This design comes from an exercise in tuning for small area, a short achievable clock period and few clock cycles per item on the open sky130 flow, not from production work. RTL that was checked went through simulation tests only; none was proved equivalent to the original. The RTL of run 1 was laid out without a check of its function.

==> flow/design.v (outline; a module is shown in full before it is edited, if it fits) <==
// module material_eval: 2953 lines
// module phase_count: 375 lines
// module taper_blend: 2240 lines
// module eval_control: 57 lines
// module board_eval: 50 lines
module board_eval
#(
   parameter int EVAL_WIDTH = 16                       
)
(
   input  logic                         clk,
   input  logic                         reset,
   input  logic [255:0]                 board_in,
   input  logic                         board_valid,
   input  logic                         attack_done,
   input  logic                         clear_eval,
   output logic signed [EVAL_WIDTH-1:0] eval,
   output logic                         eval_valid
);
  // ...
==> flow/run.sh <==
#!/bin/bash
# synth_recipe.tcl (not shown) runs the flow's synth.tcl, then flattens the netlist and writes it again
# the make line also repeats each setting of config.mk as NAME=value (left out here)
make -C /OpenROAD-flow-scripts/flow DESIGN_CONFIG=/design/flow/config.mk WORK_HOME=/design/flow/orfs CLKGATE_MAP_FILE= SYNTH_SCRIPT=/design/flow/synth_recipe.tcl finish
==> flow/config.mk <==
export PLATFORM = sky130hd
export DESIGN_NAME = board_eval
export DESIGN_NICKNAME = board_eval
export VERILOG_FILES = /design/flow/design.v
export SDC_FILE = /design/flow/constraint.sdc
export NUM_CORES = 4
export LEC_CHECK = 0
export CAP_MARGIN = 20
export CORE_MARGIN = 2
export CORE_UTILIZATION = 40
export SETUP_SLACK_MARGIN = 0.6
export SLEW_MARGIN = 20
==> flow/constraint.sdc <==
create_clock -name core_clock -period 7.0 [get_ports {clk}]
set_input_delay 1.4000 -clock core_clock [delete_from_list [all_inputs] [get_ports {clk}]]
set_output_delay 1.4000 -clock core_clock [all_outputs]
set_load 0.01 [all_outputs]
==> reports/results.txt, run 1 <==
portion of the layout cell area used by non-clock buffers: 0.0875
endpoint of the worst-slack reg-to-reg timing path: u_taper_blend.eval[15]$_DFFE_PP_
type of the worst setup path: reg -> reg
simple-gate area share of the yosys netlist: 0.0959
count of cells along the worst hold path: 1
met3 wire length: 5.72 mm
top-count cell post-synth: inv_1
Hold WS: 439 ps
met2 wire len: 54.4 mm
highest routed metal layer: met5
Layout Cells excl Fill: 5,564
CP dominant cell by count: fa_2
result of the run: timing/DRC/antenna clean
FF+latch count: 146
total of fill cells in the finished design: 8,696
largest fanout on the critical path: 6
Setup Total Neg Slack: 0 ps
Req. time, crit path: 7200 ps
final period utilization: 0.954
Mean Syn Cell Area: 8.75 µm²
Top delay family on crit path: adder cells
antenna viol nets, final: 0
largest register by flop count: u_material_eval.cnt
post-synthesis sequential element count: 146
cell at the slowest stage of the critical path: fa_2
==> module phase_count, before the edit <==
module phase_count
(
   input  logic                              clk,
   input  logic [board_pkg::BOARD_BITS-1:0]  board,
   output logic [score_pkg::OFF_BITS-1:0]    officers
);
   logic p0;
   logic p1;
   logic p2;
   logic p3;
   logic p4;
   logic p5;
   logic p6;
   logic p7;
   logic p8;
   logic p9;
   logic p10;
   logic p11;
   logic p12;
   logic p13;
   logic p14;
   logic p15;
   logic p16;
   logic p17;
   logic p18;
   logic p19;
   logic p20;
   logic p21;
   logic p22;
   logic p23;
   logic p24;
   logic p25;
   logic p26;
   logic p27;
   logic p28;
   logic p29;
   logic p30;
   logic p31;
   logic p32;
   logic p33;
   logic p34;
   logic p35;
   logic p36;
   logic p37;
   logic p38;
   logic p39;
   logic p40;
   logic p41;
   logic p42;
   logic p43;
   logic p44;
   logic p45;
   logic p46;
   logic p47;
   logic p48;
   logic p49;
   logic p50;
   logic p51;
   logic p52;
   logic p53;
   logic p54;
   logic p55;
   logic p56;
   logic p57;
   logic p58;
   logic p59;
   logic p60;
   logic p61;
   logic p62;
   logic p63;
   logic p64;
   logic p65;
   logic p66;
   logic p67;
   logic p68;
   logic p69;
   logic p70;
   logic p71;
   logic p72;
   logic p73;
   logic p74;
   logic p75;
   logic p76;
   logic p77;
   logic p78;
   logic p79;
   logic p80;
   logic p81;
   logic p82;
   logic p83;
   logic p84;
   logic p85;
   logic p86;
   logic p87;
   logic p88;
   logic p89;
   logic p90;
   logic p91;
   logic p92;
   logic p93;
   logic p94;
   logic p95;
   logic p96;
   logic p97;
   logic p98;
   logic p99;
   logic p100;
   logic p101;
   logic p102;
   logic p103;
   logic p104;
   logic p105;
   logic p106;
   logic p107;
   logic p108;
   logic p109;
   logic p110;
   logic p111;
   logic p112;
   logic p113;
   logic p114;
   logic p115;
   logic p116;
   logic p117;
   logic p118;
   logic p119;
   logic p120;
   logic p121;
   logic p122;
   logic p123;
   logic p124;
   logic p125;
   logic p126;
   logic p127;
   logic p128;
   logic p129;
   logic p130;
   logic p131;
   logic p132;
   logic p133;
   logic p134;
   logic p135;
   logic p136;
   logic p137;
   logic p138;
   logic p139;
   logic p140;
   logic p141;
   logic p142;
   logic p143;
   logic p144;
   logic p145;
   logic p146;
   logic p147;
   logic p148;
   logic p149;
   logic p150;
   logic p151;
   logic p152;
   logic p153;
   logic p154;
   logic p155;
   logic p156;
   logic p157;
   logic p158;
   logic p159;
   logic p160;
   logic p161;
   logic p162;
   logic p163;
   logic p164;
   logic p165;
   logic p166;
   logic p167;
   logic p168;
   logic p169;
   logic p170;
   logic p171;
   logic p172;
   logic p173;
   logic p174;
   logic p175;
   logic p176;
   logic p177;
   logic [6:0] ocnt_cs_s;
   logic [6:0] ocnt_cs_c;
   logic [6:0] ocnt;
   logic [6:0] officers_next;
   assign p0 = board[2] | board[1];
   assign p1 = board[6] | board[5];
   assign p2 = board[10] | board[9];
   assign p3 = board[14] | board[13];
   assign p4 = board[18] | board[17];
   assign p5 = board[22] | board[21];
   assign p6 = board[26] | board[25];
   assign p7 = board[30] | board[29];
   assign p8 = board[34] | board[33];
   assign p9 = board[38] | board[37];
   assign p10 = board[42] | board[41];
   assign p11 = board[46] | board[45];
   assign p12 = board[50] | board[49];
   assign p13 = board[54] | board[53];
   assign p14 = board[58] | board[57];
   assign p15 = board[62] | board[61];
   assign p16 = board[66] | board[65];
   assign p17 = board[70] | board[69];
   assign p18 = board[74] | board[73];
   assign p19 = board[78] | board[77];
   assign p20 = board[82] | board[81];
   assign p21 = board[86] | board[85];
   assign p22 = board[90] | board[89];
   assign p23 = board[94] | board[93];
   assign p24 = board[98] | board[97];
   assign p25 = board[102] | board[101];
   assign p26 = board[106] | board[105];
   assign p27 = board[110] | board[109];
   assign p28 = board[114] | board[113];
   assign p29 = board[118] | board[117];
   assign p30 = board[122] | board[121];
   assign p31 = board[126] | board[125];
   assign p32 = board[130] | board[129];
   assign p33 = board[134] | board[133];
   assign p34 = board[138] | board[137];
   assign p35 = board[142] | board[141];
   assign p36 = board[146] | board[145];
   assign p37 = board[150] | board[149];
   assign p38 = board[154] | board[153];
   assign p39 = board[158] | board[157];
   assign p40 = board[162] | board[161];
   assign p41 = board[166] | board[165];
   assign p42 = board[170] | board[169];
   assign p43 = board[174] | board[173];
   assign p44 = board[178] | board[177];
   assign p45 = board[182] | board[181];
   assign p46 = board[186] | board[185];
   assign p47 = board[190] | board[189];
   assign p48 = board[194] | board[193];
   assign p49 = board[198] | board[197];
   assign p50 = board[202] | board[201];
   assign p51 = board[206] | board[205];
   assign p52 = board[210] | board[209];
   assign p53 = board[214] | board[213];
   assign p54 = board[218] | board[217];
   assign p55 = board[222] | board[221];
   assign p56 = board[226] | board[225];
   assign p57 = board[230] | board[229];
   assign p58 = board[234] | board[233];
   assign p59 = board[238] | board[237];
   assign p60 = board[242] | board[241];
   assign p61 = board[246] | board[245];
   assign p62 = board[250] | board[249];
   assign p63 = board[254] | board[253];
   assign p64 = p0 ^ p1 ^ p2;
   assign p65 = (p0 & p1) | (p0 & p2) | (p1 & p2);
   assign p66 = p3 ^ p4 ^ p5;
   assign p67 = (p3 & p4) | (p3 & p5) | (p4 & p5);
   assign p68 = p6 ^ p7 ^ p8;
   assign p69 = (p6 & p7) | (p6 & p8) | (p7 & p8);
   assign p70 = p9 ^ p10 ^ p11;
   assign p71 = (p9 & p10) | (p9 & p11) | (p10 & p11);
   assign p72 = p12 ^ p13 ^ p14;
   assign p73 = (p12 & p13) | (p12 & p14) | (p13 & p14);
   assign p74 = p15 ^ p16 ^ p17;
   assign p75 = (p15 & p16) | (p15 & p17) | (p16 & p17);
   assign p76 = p18 ^ p19 ^ p20;
   assign p77 = (p18 & p19) | (p18 & p20) | (p19 & p20);
   assign p78 = p21 ^ p22 ^ p23;
   assign p79 = (p21 & p22) | (p21 & p23) | (p22 & p23);
   assign p80 = p24 ^ p25 ^ p26;
   assign p81 = (p24 & p25) | (p24 & p26) | (p25 & p26);
   assign p82 = p27 ^ p28 ^ p29;
   assign p83 = (p27 & p28) | (p27 & p29) | (p28 & p29);
   assign p84 = p30 ^ p31 ^ p32;
   assign p85 = (p30 & p31) | (p30 & p32) | (p31 & p32);
   assign p86 = p33 ^ p34 ^ p35;
   assign p87 = (p33 & p34) | (p33 & p35) | (p34 & p35);
   assign p88 = p36 ^ p37 ^ p38;
   assign p89 = (p36 & p37) | (p36 & p38) | (p37 & p38);
   assign p90 = p39 ^ p40 ^ p41;
   assign p91 = (p39 & p40) | (p39 & p41) | (p40 & p41);
   assign p92 = p42 ^ p43 ^ p44;
   assign p93 = (p42 & p43) | (p42 & p44) | (p43 & p44);
   assign p94 = p45 ^ p46 ^ p47;
   assign p95 = (p45 & p46) | (p45 & p47) | (p46 & p47);
   assign p96 = p48 ^ p49 ^ p50;
   assign p97 = (p48 & p49) | (p48 & p50) | (p49 & p50);
   assign p98 = p51 ^ p52 ^ p53;
   assign p99 = (p51 & p52) | (p51 & p53) | (p52 & p53);
   assign p100 = p54 ^ p55 ^ p56;
   assign p101 = (p54 & p55) | (p54 & p56) | (p55 & p56);
   assign p102 = p57 ^ p58 ^ p59;
   assign p103 = (p57 & p58) | (p57 & p59) | (p58 & p59);
   assign p104 = p60 ^ p61 ^ p62;
   assign p105 = (p60 & p61) | (p60 & p62) | (p61 & p62);
   assign p106 = p63 ^ p64 ^ p66;
   assign p107 = (p63 & p64) | (p63 & p66) | (p64 & p66);
   assign p108 = p68 ^ p70 ^ p72;
   assign p109 = (p68 & p70) | (p68 & p72) | (p70 & p72);
   assign p110 = p74 ^ p76 ^ p78;
   assign p111 = (p74 & p76) | (p74 & p78) | (p76 & p78);
   assign p112 = p80 ^ p82 ^ p84;
   assign p113 = (p80 & p82) | (p80 & p84) | (p82 & p84);
   assign p114 = p86 ^ p88 ^ p90;
   assign p115 = (p86 & p88) | (p86 & p90) | (p88 & p90);
   assign p116 = p92 ^ p94 ^ p96;
   assign p117 = (p92 & p94) | (p92 & p96) | (p94 & p96);
   assign p118 = p98 ^ p100 ^ p102;
   assign p119 = (p98 & p100) | (p98 & p102) | (p100 & p102);
   assign p120 = p104 ^ p106 ^ p108;
   assign p121 = (p104 & p106) | (p104 & p108) | (p106 & p108);
   assign p122 = p110 ^ p112 ^ p114;
   assign p123 = (p110 & p112) | (p110 & p114) | (p112 & p114);
   assign p124 = p116 ^ p118 ^ p120;
   assign p125 = (p116 & p118) | (p116 & p120) | (p118 & p120);
   assign p126 = p65 ^ p67 ^ p69;
   assign p127 = (p65 & p67) | (p65 & p69) | (p67 & p69);
   assign p128 = p71 ^ p73 ^ p75;
   assign p129 = (p71 & p73) | (p71 & p75) | (p73 & p75);
   assign p130 = p77 ^ p79 ^ p81;
   assign p131 = (p77 & p79) | (p77 & p81) | (p79 & p81);
   assign p132 = p83 ^ p85 ^ p87;
   assign p133 = (p83 & p85) | (p83 & p87) | (p85 & p87);
   assign p134 = p89 ^ p91 ^ p93;
   assign p135 = (p89 & p91) | (p89 & p93) | (p91 & p93);
   assign p136 = p95 ^ p97 ^ p99;
   assign p137 = (p95 & p97) | (p95 & p99) | (p97 & p99);
   assign p138 = p101 ^ p103 ^ p105;
   assign p139 = (p101 & p103) | (p101 & p105) | (p103 & p105);
   assign p140 = p107 ^ p109 ^ p111;
   assign p141 = (p107 & p109) | (p107 & p111) | (p109 & p111);
   assign p142 = p113 ^ p115 ^ p117;
   assign p143 = (p113 & p115) | (p113 & p117) | (p115 & p117);
   assign p144 = p119 ^ p126 ^ p128;
   assign p145 = (p119 & p126) | (p119 & p128) | (p126 & p128);
   assign p146 = p130 ^ p132 ^ p134;
   assign p147 = (p130 & p132) | (p130 & p134) | (p132 & p134);
   assign p148 = p136 ^ p138 ^ p121;
   assign p149 = (p136 & p138) | (p136 & p121) | (p138 & p121);
   assign p150 = p123 ^ p140 ^ p142;
   assign p151 = (p123 & p140) | (p123 & p142) | (p140 & p142);
   assign p152 = p144 ^ p146 ^ p125;
   assign p153 = (p144 & p146) | (p144 & p125) | (p146 & p125);
   assign p154 = p148 ^ p150;
   assign p155 = p148 & p150;
   assign p156 = p127 ^ p129 ^ p131;
   assign p157 = (p127 & p129) | (p127 & p131) | (p129 & p131);
   assign p158 = p133 ^ p135 ^ p137;
   assign p159 = (p133 & p135) | (p133 & p137) | (p135 & p137);
   assign p160 = p139 ^ p141 ^ p143;
   assign p161 = (p139 & p141) | (p139 & p143) | (p141 & p143);
   assign p162 = p145 ^ p147 ^ p156;
   assign p163 = (p145 & p147) | (p145 & p156) | (p147 & p156);
   assign p164 = p158 ^ p149 ^ p151;
   assign p165 = (p158 & p149) | (p158 & p151) | (p149 & p151);
   assign p166 = p160 ^ p162 ^ p153;
   assign p167 = (p160 & p162) | (p160 & p153) | (p162 & p153);
   assign p168 = p155 ^ p164;
   assign p169 = p155 & p164;
   assign p170 = p157 ^ p159 ^ p161;
   assign p171 = (p157 & p159) | (p157 & p161) | (p159 & p161);
   assign p172 = p163 ^ p165 ^ p170;
   assign p173 = (p163 & p165) | (p163 & p170) | (p165 & p170);
   assign p174 = p167 ^ p169;
   assign p175 = p167 & p169;
   assign p176 = p171 ^ p173;
   assign p177 = p171 & p173;
   assign ocnt_cs_s = {1'b0, p177, p175, p172, p166, p152, p122};
   assign ocnt_cs_c = {1'b0, 1'b0, p176, p174, p168, p154, p124};
   assign ocnt = ocnt_cs_s + ocnt_cs_c;
   assign officers_next = {ocnt[6], ocnt[5], ocnt[4], ocnt[3], ocnt[2], ocnt[1], ocnt[0]};
   always_ff @(posedge clk)
   begin
      officers <= officers_next;
   end
endmodule
==> run 2, diff against run 1 <==
--- a/flow/design.v
+++ b/flow/design.v
@@ -7,18 +7,18 @@
    localparam logic [2:0] QUEEN  = 3'd5;
    localparam logic [2:0] KING   = 3'd6;
    localparam int SQUARE_BITS = 4;
    localparam int NUM_SQUARES = 64;    
    localparam int BOARD_BITS  = SQUARE_BITS * NUM_SQUARES;
 endpackage
 package score_pkg;
    localparam int PHASE_MAX = 62;      
-   localparam int CNT_BITS = 42;
-   localparam int OFF_BITS = 7;
+   localparam int CNT_BITS = 66;
+   localparam int OFF_BITS = 11;
 endpackage
 `timescale 1ns/1ps
 module material_eval
 (
    input  logic                                 clk,
    input  logic [board_pkg::BOARD_BITS-1:0]     board,
    output logic [score_pkg::CNT_BITS-1:0]       cnt
 );
@@ -899,19 +899,16 @@
    logic m874;
    logic m875;
    logic m876;
    logic m877;
    logic m878;
    logic m879;
    logic m880;
    logic m881;
-   logic [6:0] cnt_h1_cs_s;
-   logic [6:0] cnt_h1_cs_c;
-   logic [6:0] cnt_h1;
    logic m882;
    logic m883;
    logic m884;
    logic m885;
    logic m886;
    logic m887;
    logic m888;
    logic m889;
@@ -1016,19 +1013,16 @@
    logic m988;
    logic m989;
    logic m990;
    logic m991;
    logic m992;
    logic m993;
    logic m994;
    logic m995;
-   logic [6:0] cnt_h2_cs_s;
-   logic [6:0] cnt_h2_cs_c;
-   logic [6:0] cnt_h2;
    logic m996;
    logic m997;
    logic m998;
    logic m999;
    logic m1000;
    logic m1001;
    logic m1002;
    logic m1003;
@@ -1133,19 +1127,16 @@
    logic m1102;
    logic m1103;
    logic m1104;
    logic m1105;
    logic m1106;
    logic m1107;
    logic m1108;
    logic m1109;
-   logic [6:0] cnt_h3_cs_s;
-   logic [6:0] cnt_h3_cs_c;
-   logic [6:0] cnt_h3;
    logic m1110;
    logic m1111;
    logic m1112;
    logic m1113;
    logic m1114;
    logic m1115;
    logic m1116;
    logic m1117;
@@ -1250,19 +1241,16 @@
    logic m1216;
    logic m1217;
    logic m1218;
    logic m1219;
    logic m1220;
    logic m1221;
    logic m1222;
    logic m1223;
-   logic [6:0] cnt_h4_cs_s;
-   logic [6:0] cnt_h4_cs_c;
-   logic [6:0] cnt_h4;
    logic m1224;
    logic m1225;
    logic m1226;
    logic m1227;
    logic m1228;
    logic m1229;
    logic m1230;
    logic m1231;
@@ -1367,19 +1355,16 @@
    logic m1330;
    logic m1331;
    logic m1332;
    logic m1333;
    logic m1334;
    logic m1335;
    logic m1336;
    logic m1337;
-   logic [6:0] cnt_h5_cs_s;
-   logic [6:0] cnt_h5_cs_c;
-   logic [6:0] cnt_h5;
    logic m1338;
    logic m1339;
    logic m1340;
    logic m1341;
    logic m1342;
    logic m1343;
    logic m1344;
    logic m1345;
@@ -1484,20 +1469,17 @@
    logic m1444;
    logic m1445;
    logic m1446;
    logic m1447;
    logic m1448;
    logic m1449;
    logic m1450;
    logic m1451;
-   logic [6:0] cnt_nh6_cs_s;
-   logic [6:0] cnt_nh6_cs_c;
-   logic [6:0] cnt_nh6;
-   logic [41:0] cnt_next;
+   logic [65:0] cnt_next;
    assign m0 = board[0] & ~board[1] & ~board[2];
    assign m1 = ~board[0] & board[1] & ~board[2];
    assign m2 = board[0] & board[1] & ~board[2];
    assign m3 = ~board[0] & ~board[1] & board[2];
    assign m4 = board[0] & ~board[1] & board[2];
    assign m5 = (board[0] | board[1] | board[2]) & ~(board[2] & board[1]);
    assign m6 = board[3] ? (m5 & ~m0) : m0;
    assign m7 = board[3] ? (m5 & ~m1) : m1;
@@ -2370,19 +2352,16 @@
    assign m874 = m861 ^ m863 ^ m865;
    assign m875 = (m861 & m863) | (m861 & m865) | (m863 & m865);
    assign m876 = m867 ^ m869 ^ m874;
    assign m877 = (m867 & m869) | (m867 & m874) | (m869 & m874);
    assign m878 = m871 ^ m873;
    assign m879 = m871 & m873;
    assign m880 = m875 ^ m877;
    assign m881 = m875 & m877;
-   assign cnt_h1_cs_s = {1'b0, m881, m879, m876, m870, m856, m826};
-   assign cnt_h1_cs_c = {1'b0, 1'b0, m880, m878, m872, m858, m828};
-   assign cnt_h1 = cnt_h1_cs_s + cnt_h1_cs_c;
    assign m882 = m7 ^ m19 ^ m31;
    assign m883 = (m7 & m19) | (m7 & m31) | (m19 & m31);
    assign m884 = m43 ^ m55 ^ m67;
    assign m885 = (m43 & m55) | (m43 & m67) | (m55 & m67);
    assign m886 = m79 ^ m91 ^ m103;
    assign m887 = (m79 & m91) | (m79 & m103) | (m91 & m103);
    assign m888 = m115 ^ m127 ^ m139;
    assign m889 = (m115 & m127) | (m115 & m139) | (m127 & m139);
@@ -2487,19 +2466,16 @@
    assign m988 = m975 ^ m977 ^ m979;
    assign m989 = (m975 & m977) | (m975 & m979) | (m977 & m979);
    assign m990 = m981 ^ m983 ^ m988;
    assign m991 = (m981 & m983) | (m981 & m988) | (m983 & m988);
    assign m992 = m985 ^ m987;
    assign m993 = m985 & m987;
    assign m994 = m989 ^ m991;
    assign m995 = m989 & m991;
-   assign cnt_h2_cs_s = {1'b0, m995, m993, m990, m984, m970, m940};
-   assign cnt_h2_cs_c = {1'b0, 1'b0, m994, m992, m986, m972, m942};
-   assign cnt_h2 = cnt_h2_cs_s + cnt_h2_cs_c;
    assign m996 = m8 ^ m20 ^ m32;
    assign m997 = (m8 & m20) | (m8 & m32) | (m20 & m32);
    assign m998 = m44 ^ m56 ^ m68;
    assign m999 = (m44 & m56) | (m44 & m68) | (m56 & m68);
    assign m1000 = m80 ^ m92 ^ m104;
    assign m1001 = (m80 & m92) | (m80 & m104) | (m92 & m104);
    assign m1002 = m116 ^ m128 ^ m140;
    assign m1003 = (m116 & m128) | (m116 & m140) | (m128 & m140);
@@ -2604,19 +2580,16 @@
    assign m1102 = m1089 ^ m1091 ^ m1093;
    assign m1103 = (m1089 & m1091) | (m1089 & m1093) | (m1091 & m1093);
    assign m1104 = m1095 ^ m1097 ^ m1102;
    assign m1105 = (m1095 & m1097) | (m1095 & m1102) | (m1097 & m1102);
    assign m1106 = m1099 ^ m1101;
    assign m1107 = m1099 & m1101;
    assign m1108 = m1103 ^ m1105;
    assign m1109 = m1103 & m1105;
-   assign cnt_h3_cs_s = {1'b0, m1109, m1107, m1104, m1098, m1084, m1054};
-   assign cnt_h3_cs_c = {1'b0, 1'b0, m1108, m1106, m1100, m1086, m1056};
-   assign cnt_h3 = cnt_h3_cs_s + cnt_h3_cs_c;
    assign m1110 = m9 ^ m21 ^ m33;
    assign m1111 = (m9 & m21) | (m9 & m33) | (m21 & m33);
    assign m1112 = m45 ^ m57 ^ m69;
    assign m1113 = (m45 & m57) | (m45 & m69) | (m57 & m69);
    assign m1114 = m81 ^ m93 ^ m105;
    assign m1115 = (m81 & m93) | (m81 & m105) | (m93 & m105);
    assign m1116 = m117 ^ m129 ^ m141;
    assign m1117 = (m117 & m129) | (m117 & m141) | (m129 & m141);
@@ -2721,19 +2694,16 @@
    assign m1216 = m1203 ^ m1205 ^ m1207;
    assign m1217 = (m1203 & m1205) | (m1203 & m1207) | (m1205 & m1207);
    assign m1218 = m1209 ^ m1211 ^ m1216;
    assign m1219 = (m1209 & m1211) | (m1209 & m1216) | (m1211 & m1216);
    assign m1220 = m1213 ^ m1215;
    assign m1221 = m1213 & m1215;
    assign m1222 = m1217 ^ m1219;
    assign m1223 = m1217 & m1219;
-   assign cnt_h4_cs_s = {1'b0, m1223, m1221, m1218, m1212, m1198, m1168};
-   assign cnt_h4_cs_c = {1'b0, 1'b0, m1222, m1220, m1214, m1200, m1170};
-   assign cnt_h4 = cnt_h4_cs_s + cnt_h4_cs_c;
    assign m1224 = m10 ^ m22 ^ m34;
    assign m1225 = (m10 & m22) | (m10 & m34) | (m22 & m34);
    assign m1226 = m46 ^ m58 ^ m70;
    assign m1227 = (m46 & m58) | (m46 & m70) | (m58 & m70);
    assign m1228 = m82 ^ m94 ^ m106;
    assign m1229 = (m82 & m94) | (m82 & m106) | (m94 & m106);
    assign m1230 = m118 ^ m130 ^ m142;
    assign m1231 = (m118 & m130) | (m118 & m142) | (m130 & m142);
@@ -2838,19 +2808,16 @@
    assign m1330 = m1317 ^ m1319 ^ m1321;
    assign m1331 = (m1317 & m1319) | (m1317 & m1321) | (m1319 & m1321);
    assign m1332 = m1323 ^ m1325 ^ m1330;
    assign m1333 = (m1323 & m1325) | (m1323 & m1330) | (m1325 & m1330);
    assign m1334 = m1327 ^ m1329;
    assign m1335 = m1327 & m1329;
    assign m1336 = m1331 ^ m1333;
    assign m1337 = m1331 & m1333;
-   assign cnt_h5_cs_s = {1'b0, m1337, m1335, m1332, m1326, m1312, m1282};
-   assign cnt_h5_cs_c = {1'b0, 1'b0, m1336, m1334, m1328, m1314, m1284};
-   assign cnt_h5 = cnt_h5_cs_s + cnt_h5_cs_c;
    assign m1338 = m11 ^ m23 ^ m35;
    assign m1339 = (m11 & m23) | (m11 & m35) | (m23 & m35);
    assign m1340 = m47 ^ m59 ^ m71;
    assign m1341 = (m47 & m59) | (m47 & m71) | (m59 & m71);
    assign m1342 = m83 ^ m95 ^ m107;
    assign m1343 = (m83 & m95) | (m83 & m107) | (m95 & m107);
    assign m1344 = m119 ^ m131 ^ m143;
    assign m1345 = (m119 & m131) | (m119 & m143) | (m131 & m143);
@@ -2955,20 +2922,17 @@
    assign m1444 = m1431 ^ m1433 ^ m1435;
    assign m1445 = (m1431 & m1433) | (m1431 & m1435) | (m1433 & m1435);
    assign m1446 = m1437 ^ m1439 ^ m1444;
    assign m1447 = (m1437 & m1439) | (m1437 & m1444) | (m1439 & m1444);
    assign m1448 = m1441 ^ m1443;
    assign m1449 = m1441 & m1443;
    assign m1450 = m1445 ^ m1447;
    assign m1451 = m1445 & m1447;
-   assign cnt_nh6_cs_s = {1'b0, m1451, m1449, m1446, m1440, m1426, m1396};
-   assign cnt_nh6_cs_c = {1'b0, 1'b0, m1450, m1448, m1442, m1428, m1398};
-   assign cnt_nh6 = cnt_nh6_cs_s + cnt_nh6_cs_c;
-   assign cnt_next = {cnt_nh6[6], cnt_nh6[5], cnt_nh6[4], cnt_nh6[3], cnt_nh6[2], cnt_nh6[1], cnt_nh6[0], cnt_h5[6], cnt_h5[5], cnt_h5[4], cnt_h5[3], cnt_h5[2], cnt_h5[1], cnt_h5[0], cnt_h4[6], cnt_h4[5], cnt_h4[4], cnt_h4[3], cnt_h4[2], cnt_h4[1], cnt_h4[0], cnt_h3[6], cnt_h3[5], cnt_h3[4], cnt_h3[3], cnt_h3[2], cnt_h3[1], cnt_h3[0], cnt_h2[6], cnt_h2[5], cnt_h2[4], cnt_h2[3], cnt_h2[2], cnt_h2[1], cnt_h2[0], cnt_h1[6], cnt_h1[5], cnt_h1[4], cnt_h1[3], cnt_h1[2], cnt_h1[1], cnt_h1[0]};
+   assign cnt_next = {m1451, m1450, m1449, m1448, m1446, m1442, m1440, m1428, m1426, m1398, m1396, m1337, m1336, m1335, m1334, m1332, m1328, m1326, m1314, m1312, m1284, m1282, m1223, m1222, m1221, m1220, m1218, m1214, m1212, m1200, m1198, m1170, m1168, m1109, m1108, m1107, m1106, m1104, m1100, m1098, m1086, m1084, m1056, m1054, m995, m994, m993, m992, m990, m986, m984, m972, m970, m942, m940, m881, m880, m879, m878, m876, m872, m870, m858, m856, m828, m826};
    always_ff @(posedge clk)
    begin
       cnt <= cnt_next;
    end
 endmodule
 `timescale 1ns/1ps
 module phase_count
 (
@@ -3149,20 +3113,17 @@
    logic p170;
    logic p171;
    logic p172;
    logic p173;
    logic p174;
    logic p175;
    logic p176;
    logic p177;
-   logic [6:0] ocnt_cs_s;
-   logic [6:0] ocnt_cs_c;
-   logic [6:0] ocnt;
-   logic [6:0] officers_next;
+   logic [10:0] officers_next;
    assign p0 = board[2] | board[1];
    assign p1 = board[6] | board[5];
    assign p2 = board[10] | board[9];
    assign p3 = board[14] | board[13];
    assign p4 = board[18] | board[17];
    assign p5 = board[22] | board[21];
    assign p6 = board[26] | board[25];
    assign p7 = board[30] | board[29];
@@ -3331,20 +3292,17 @@
    assign p170 = p157 ^ p159 ^ p161;
    assign p171 = (p157 & p159) | (p157 & p161) | (p159 & p161);
    assign p172 = p163 ^ p165 ^ p170;
    assign p173 = (p163 & p165) | (p163 & p170) | (p165 & p170);
    assign p174 = p167 ^ p169;
    assign p175 = p167 & p169;
    assign p176 = p171 ^ p173;
    assign p177 = p171 & p173;
-   assign ocnt_cs_s = {1'b0, p177, p175, p172, p166, p152, p122};
-   assign ocnt_cs_c = {1'b0, 1'b0, p176, p174, p168, p154, p124};
-   assign ocnt = ocnt_cs_s + ocnt_cs_c;
-   assign officers_next = {ocnt[6], ocnt[5], ocnt[4], ocnt[3], ocnt[2], ocnt[1], ocnt[0]};
+   assign officers_next = {p177, p176, p175, p174, p172, p168, p166, p154, p152, p124, p122};
    always_ff @(posedge clk)
    begin
       officers <= officers_next;
    end
 endmodule
 `timescale 1ns/1ps
 module taper_blend
 #(
@@ -3355,22 +3313,36 @@
    input  logic                           load,
    input  logic [score_pkg::CNT_BITS-1:0] cnt,
    input  logic [score_pkg::OFF_BITS-1:0] officers,
    output logic signed [EVAL_WIDTH-1:0]   eval
 );
    logic [24:0] booth;                   
    logic [13:0] d_sum;
    logic [17:0] e_s, e_c;
+   logic [6:0] count_h1_cs_s;
+   logic [6:0] count_h1_cs_c;
    logic [6:0] count_h1;
+   logic [6:0] count_h2_cs_s;
+   logic [6:0] count_h2_cs_c;
    logic [6:0] count_h2;
+   logic [6:0] count_h3_cs_s;
+   logic [6:0] count_h3_cs_c;
    logic [6:0] count_h3;
+   logic [6:0] count_h4_cs_s;
+   logic [6:0] count_h4_cs_c;
    logic [6:0] count_h4;
+   logic [6:0] count_h5_cs_s;
+   logic [6:0] count_h5_cs_c;
    logic [6:0] count_h5;
+   logic [6:0] count_nh6_cs_s;
+   logic [6:0] count_nh6_cs_c;
    logic [6:0] count_nh6;
+   logic [6:0] ocount_cs_s;
+   logic [6:0] ocount_cs_c;
    logic [6:0] ocount;
    logic [5:0] phase;
    logic [15:0] pscale;
    logic t0;
    logic t1;
    logic t2;
    logic t3;
    logic t4;
@@ -4463,23 +4435,37 @@
    logic t1085;
    logic [33:0] y_s;
    logic [33:0] y_c;
    logic [33:0] y0;
    logic [33:0] y1;
    logic t1086;
    logic t1087;
    logic [15:0] q;
-   assign count_h1 = {cnt[6], cnt[5], cnt[4], cnt[3], cnt[2], cnt[1], cnt[0]};
-   assign count_h2 = {cnt[13], cnt[12], cnt[11], cnt[10], cnt[9], cnt[8], cnt[7]};
-   assign count_h3 = {cnt[20], cnt[19], cnt[18], cnt[17], cnt[16], cnt[15], cnt[14]};
-   assign count_h4 = {cnt[27], cnt[26], cnt[25], cnt[24], cnt[23], cnt[22], cnt[21]};
-   assign count_h5 = {cnt[34], cnt[33], cnt[32], cnt[31], cnt[30], cnt[29], cnt[28]};
-   assign count_nh6 = {cnt[41], cnt[40], cnt[39], cnt[38], cnt[37], cnt[36], cnt[35]};
-   assign ocount = officers;
+   assign count_h1_cs_s = {1'b0, cnt[10], cnt[8], cnt[6], cnt[4], cnt[2], cnt[0]};
+   assign count_h1_cs_c = {1'b0, 1'b0, cnt[9], cnt[7], cnt[5], cnt[3], cnt[1]};
+   assign count_h1 = count_h1_cs_s + count_h1_cs_c;
+   assign count_h2_cs_s = {1'b0, cnt[21], cnt[19], cnt[17], cnt[15], cnt[13], cnt[11]};
+   assign count_h2_cs_c = {1'b0, 1'b0, cnt[20], cnt[18], cnt[16], cnt[14], cnt[12]};
+   assign count_h2 = count_h2_cs_s + count_h2_cs_c;
+   assign count_h3_cs_s = {1'b0, cnt[32], cnt[30], cnt[28], cnt[26], cnt[24], cnt[22]};
+   assign count_h3_cs_c = {1'b0, 1'b0, cnt[31], cnt[29], cnt[27], cnt[25], cnt[23]};
+   assign count_h3 = count_h3_cs_s + count_h3_cs_c;
+   assign count_h4_cs_s = {1'b0, cnt[43], cnt[41], cnt[39], cnt[37], cnt[35], cnt[33]};
+   assign count_h4_cs_c = {1'b0, 1'b0, cnt[42], cnt[40], cnt[38], cnt[36], cnt[34]};
+   assign count_h4 = count_h4_cs_s + count_h4_cs_c;
+   assign count_h5_cs_s = {1'b0, cnt[54], cnt[52], cnt[50], cnt[48], cnt[46], cnt[44]};
+   assign count_h5_cs_c = {1'b0, 1'b0, cnt[53], cnt[51], cnt[49], cnt[47], cnt[45]};
+   assign count_h5 = count_h5_cs_s + count_h5_cs_c;
+   assign count_nh6_cs_s = {1'b0, cnt[65], cnt[63], cnt[61], cnt[59], cnt[57], cnt[55]};
+   assign count_nh6_cs_c = {1'b0, 1'b0, cnt[64], cnt[62], cnt[60], cnt[58], cnt[56]};
+   assign count_nh6 = count_nh6_cs_s + count_nh6_cs_c;
+   assign ocount_cs_s = {1'b0, officers[10], officers[8], officers[6], officers[4], officers[2], officers[0]};
+   assign ocount_cs_c = {1'b0, 1'b0, officers[9], officers[7], officers[5], officers[3], officers[1]};
+   assign ocount = ocount_cs_s + ocount_cs_c;
    assign phase = (ocount > 7'd62) ? 6'd62 : ocount[5:0];
    assign pscale = {phase, 10'd0} + {5'd0, phase, 5'd0} + {10'd0, phase};
    assign t0 = pscale[0] ^ 1'b0;
    assign t1 = (pscale[1] & ~pscale[0] & ~1'b0) | (~pscale[1] & pscale[0] & 1'b0);
    assign t2 = pscale[2] ^ pscale[1];
    assign t3 = (pscale[3] & ~pscale[2] & ~pscale[1]) | (~pscale[3] & pscale[2] & pscale[1]);
    assign t4 = pscale[4] ^ pscale[3];
    assign t5 = (pscale[5] & ~pscale[4] & ~pscale[3]) | (~pscale[5] & pscale[4] & pscale[3]);
==> flow/config.mk (replaced) <==
export PLATFORM = sky130hd
export DESIGN_NAME = board_eval
export DESIGN_NICKNAME = board_eval
export VERILOG_FILES = /design/flow/design.v
export SDC_FILE = /design/flow/constraint.sdc
export NUM_CORES = 4
export LEC_CHECK = 0
export CAP_MARGIN = 20
export CORE_MARGIN = 2
export CORE_UTILIZATION = 40
export SLEW_MARGIN = 20
==> reports/results.txt, run 2 <==
Worst Reg2Reg Path Length in Cells: 25
Setup Total Neg Slack: 0 ps (unchanged)
nature of the critical path endpoint: flip-flop
number of distinct library cells after synthesis: 65
endpoint of the worst hold path: u_eval_control.load$_SDFF_PP0_
total of fill cells in the finished design: 9,169 (+5.4%)
Worst Setup Slack, final: 345 ps
tightest slew margin relative to the limit: 0.331
worst path arrival time: 6870 ps
via/cell ratio: 5.07
pins over their slew limit: 0
final number of hold-violating endpoints: 0
fraction of met3 tracks used by global routing: 0.0284
CTS clk-pin slew, worst paths: 70 ps
worst-case register-to-register setup slack: 350 ps
flip-flop count of the largest register after layout: 66
Horiz. Die Dim: 311 µm
synthesized netlist cell count: 4,451
Synthesized Nets: 5,624
clock root cell: clkbuf_16
number of warnings issued by yosys: 4
type of element launching the critical path: flip-flop
cell taking the most area after synthesis: fa_1
initial antenna violation count: 15
initial core utilization: 0.403
DRC violation count after routing: 0
count of cells along the worst hold path: 1 (unchanged)
DR pass1 iterations: 6
shortest clock period the worst path allows after layout: 6650 ps
Hold WS: 442 ps (+2.40 ps)
Req. time, crit path: 7210 ps (about the same)
leading cell types by total area after synthesis: fa_1 38%, inv_1 9.3%, dfxtp_1 8.4%
largest registers ranked by flip-flop count: u_material_eval.cnt x66, u_taper_blend.booth x24
die outline area: 96,500 µm²
Post-synth EDFFs: 16
pin count of the biggest net entering global routing: 23
slew of the pin with the lowest slew margin: 997 ps
Skew-Pair Late Insertion Delay: 480 ps
vias in the first global route: 29,480
peak-usage layer in the global routing report: met2
largest register by flop count: u_material_eval.cnt
unrepaired setup endpoints after global routing: false
Post-Route Utilization: 0.453
commonest cells after routing, fill and taps aside: 928 x inv_1, 721 x fa_1, 319 x a21oi_1
share of synthesized area occupied by flip-flops and latches: 0.0968
largest fanout on the critical path: 12 (+6)
Mean Syn Cell Area: 8.45 µm² (-3.4%)
overall routing resource usage: 0.240
Achievable Freq: 0.150 GHz
top cells by count, synth: 928 x inv_1, 721 x fa_1, 319 x a21oi_1
top_reg_cell synth: dfxtp_1
post-DP HPWL: 103 mm
gr ovfl total: 0
die height: 311 µm
Nets: 5,741
post-synthesis async set-or-reset flop share: 0
max-cap check violation count: 0
Hold Path Origin: u_eval_control.capture_d$_SDFF_PP0_
CTS sink count: 174
endpoint of the worst-slack reg-to-reg timing path: u_taper_blend.eval[14]$_DFFE_PP_
most common cell after layout, fill and taps aside: inv_1
routing usage on met2: 0.413
number of buffers inserted by hold repair at cts: 0
result of the run: timing/DRC/antenna clean
launch point of the critical path: u_taper_blend.d_sum[7]$_DFF_P_
antenna viol nets, final: 0 (unchanged)
area of the mapped netlist: 37,600 µm²
final period utilization: 0.951 (-0.00303)
top-area cell type share of the netlist area: 0.384
Sequential cell area: 3650 µm²
TritonCTS clock tree: built
routability congestion estimate from global placement: 0.998
port bufs: 277
TritonCTS buffer count: 17
first-pass GRT wire length: 175 mm
number of standard-cell rows in the floorplan: 112
detailed-route wire length per cell: 19.7 µm
ratio of cells with drive above 1 in the final layout: 0.0393
setup slack after placement: 207 ps
post-synthesis sequential element count: 174 (+19%)
number of vias in the routed layout: 29,617
area of combinational cells with multiple inputs: 29,500 µm²
clock skew after layout: 11.0 ps
boundary pin count: 278
RR Startpoint: u_taper_blend.d_sum[7]$_DFF_P_
overall routed net length: 115 mm
Iteration-0 DRC Markers: 2,473
met1 Resource Use GR: 0.305
top-count cell post-synth: inv_1
Clock H-tree levels: 4
path class of the lowest-slack min-delay path: reg -> reg
Bufs on Longest Clock Path: 2
type of the worst setup path: reg -> reg
area overhead of the layout relative to synthesis: 12.4%
number of setup violations in the final report: 0
floorplan core area: 93,300 µm²
==> run 2: changes by cell type in the layout (fill, tap and decap cells not counted), sizes merged, moves of 32 or more <==
cell and change:
nand2 +92, xor2 +34, o22ai +36, o21ai +39, o31ai -56, o32a -33, nor3b +32, or2 +35
a21oi +80, nand2b -69, nor2 +49, mux2i -40
==> run 2: per-stage QoR <==
| step | area, µm² | instances |
|---|---|---|
| 2_1_floorplan | 37600 | 4451 |
| 3_3_place_gp | 41600 | 5801 |
| 3_5_place_dp | 41600 | 5801 |
| 4_1_cts | 42200 | 5833 |
| 5_1_grt | 42300 | 5840 |
| 6_report | 42300 | 5841 |
==> run 2: routing by layer <==
metal,wire (µm),vias to the layer above
li1,-,14252
met1,48200,14351
met2,56500,854
met3,5300,152
met4,5260,8
met5,55,-
==> run 2: cell families after synthesis <==
logic type	synth area share
AOI/OAI and AO/OA	0.151
xor gates and xnor gates	0.0650
adders and majority gates	0.447
buffers and inverters	0.119
DFF	0.0968
muxes	0.00349
and+or+nand+nor	0.118
==> run 2: cell type report <==
class	instances	share of cell area
flip-flops and latches	174	0.0864
repair buffers	359	0.0802
diodes	6	0.000355
inverters	930	0.0826
clock inverters	15	0.00506
well taps	1254	0.0371
clock buffers	17	0.0101
multi-input cells	3086	0.698
==> run 2: critical path: stages (launching register included) <==
cell,delay (ps)
dfxtp_2,490
buf_4,200
a22oi_1,90
xnor2_1,170
fa_1,560
inv_1,60
fa_1,500
inv_1,50
fa_1,390
fa_1,460
fa_1,540
inv_1,50
ha_1,380
a21oi_1,200
o21ai_1,130
a311oi_1,220
buf_4,180
o21ai_0,100
xor2_1,260
ha_1,220
nand4_1,200
nor4_4,310
buf_4,190
a21oi_1,70
a311oi_1,240
o211ai_1,120
==> run 2: worst max path at each step <==
| stage | end | depth (start not counted) | slack [ps] |
|---|---|---|---|
| floorplan | u_taper_blend.eval[14]$_DFFE_PP_ | 22 | 150 |
| global placement | u_taper_blend.eval[15]$_DFFE_PP_ | 24 | 330 |
| detailed placement | u_taper_blend.eval[14]$_DFFE_PP_ | 24 | 210 |
| CTS | u_taper_blend.eval[14]$_DFFE_PP_ | 24 | 210 |
| global route | u_taper_blend.eval[14]$_DFFE_PP_ | 24 | 30 |
| finish | u_taper_blend.eval[14]$_DFFE_PP_ | 25 | 350 |
==> run 2: timing repair <==
item / in CTS / in global routing
gates resized for setup: 0 / 8
setup buffers: 0 / 2
setup endpoints to repair: 0 / 4
hold endpoints to repair: 0 / 0
Testbench counts of run 2, summed over its fixed seeds: cycles 2,048, boards 512.

-- re-timing with driven ports --
Ports are ideal in the flow. The routed layouts listed here were re-timed in OpenROAD.
Step 1: set_driving_cell puts a clkbuf_16 on clk and a buf_2 on each other input, an assumption about the parent block.
Step 2, shift: input delay + t, output delay - t, t = (earliest + latest rising clock arrival at the registers) / 2. This alone moves slack from input paths to output paths.
a / b / c = ideal / step 1 / step 2; a / b = the first two.
run	t (ns)	setup WS [ns]	worst setup path at the end	slew at the worst register clock pin (ns)
run 1	0.507	0.324 / 0.324 / 0.324	register to register	0.08 / 0.08
run 2	0.535	0.345 / 0.345 / 0.345	register to register	0.08 / 0.08
After both steps setup and hold are still met in every run listed.
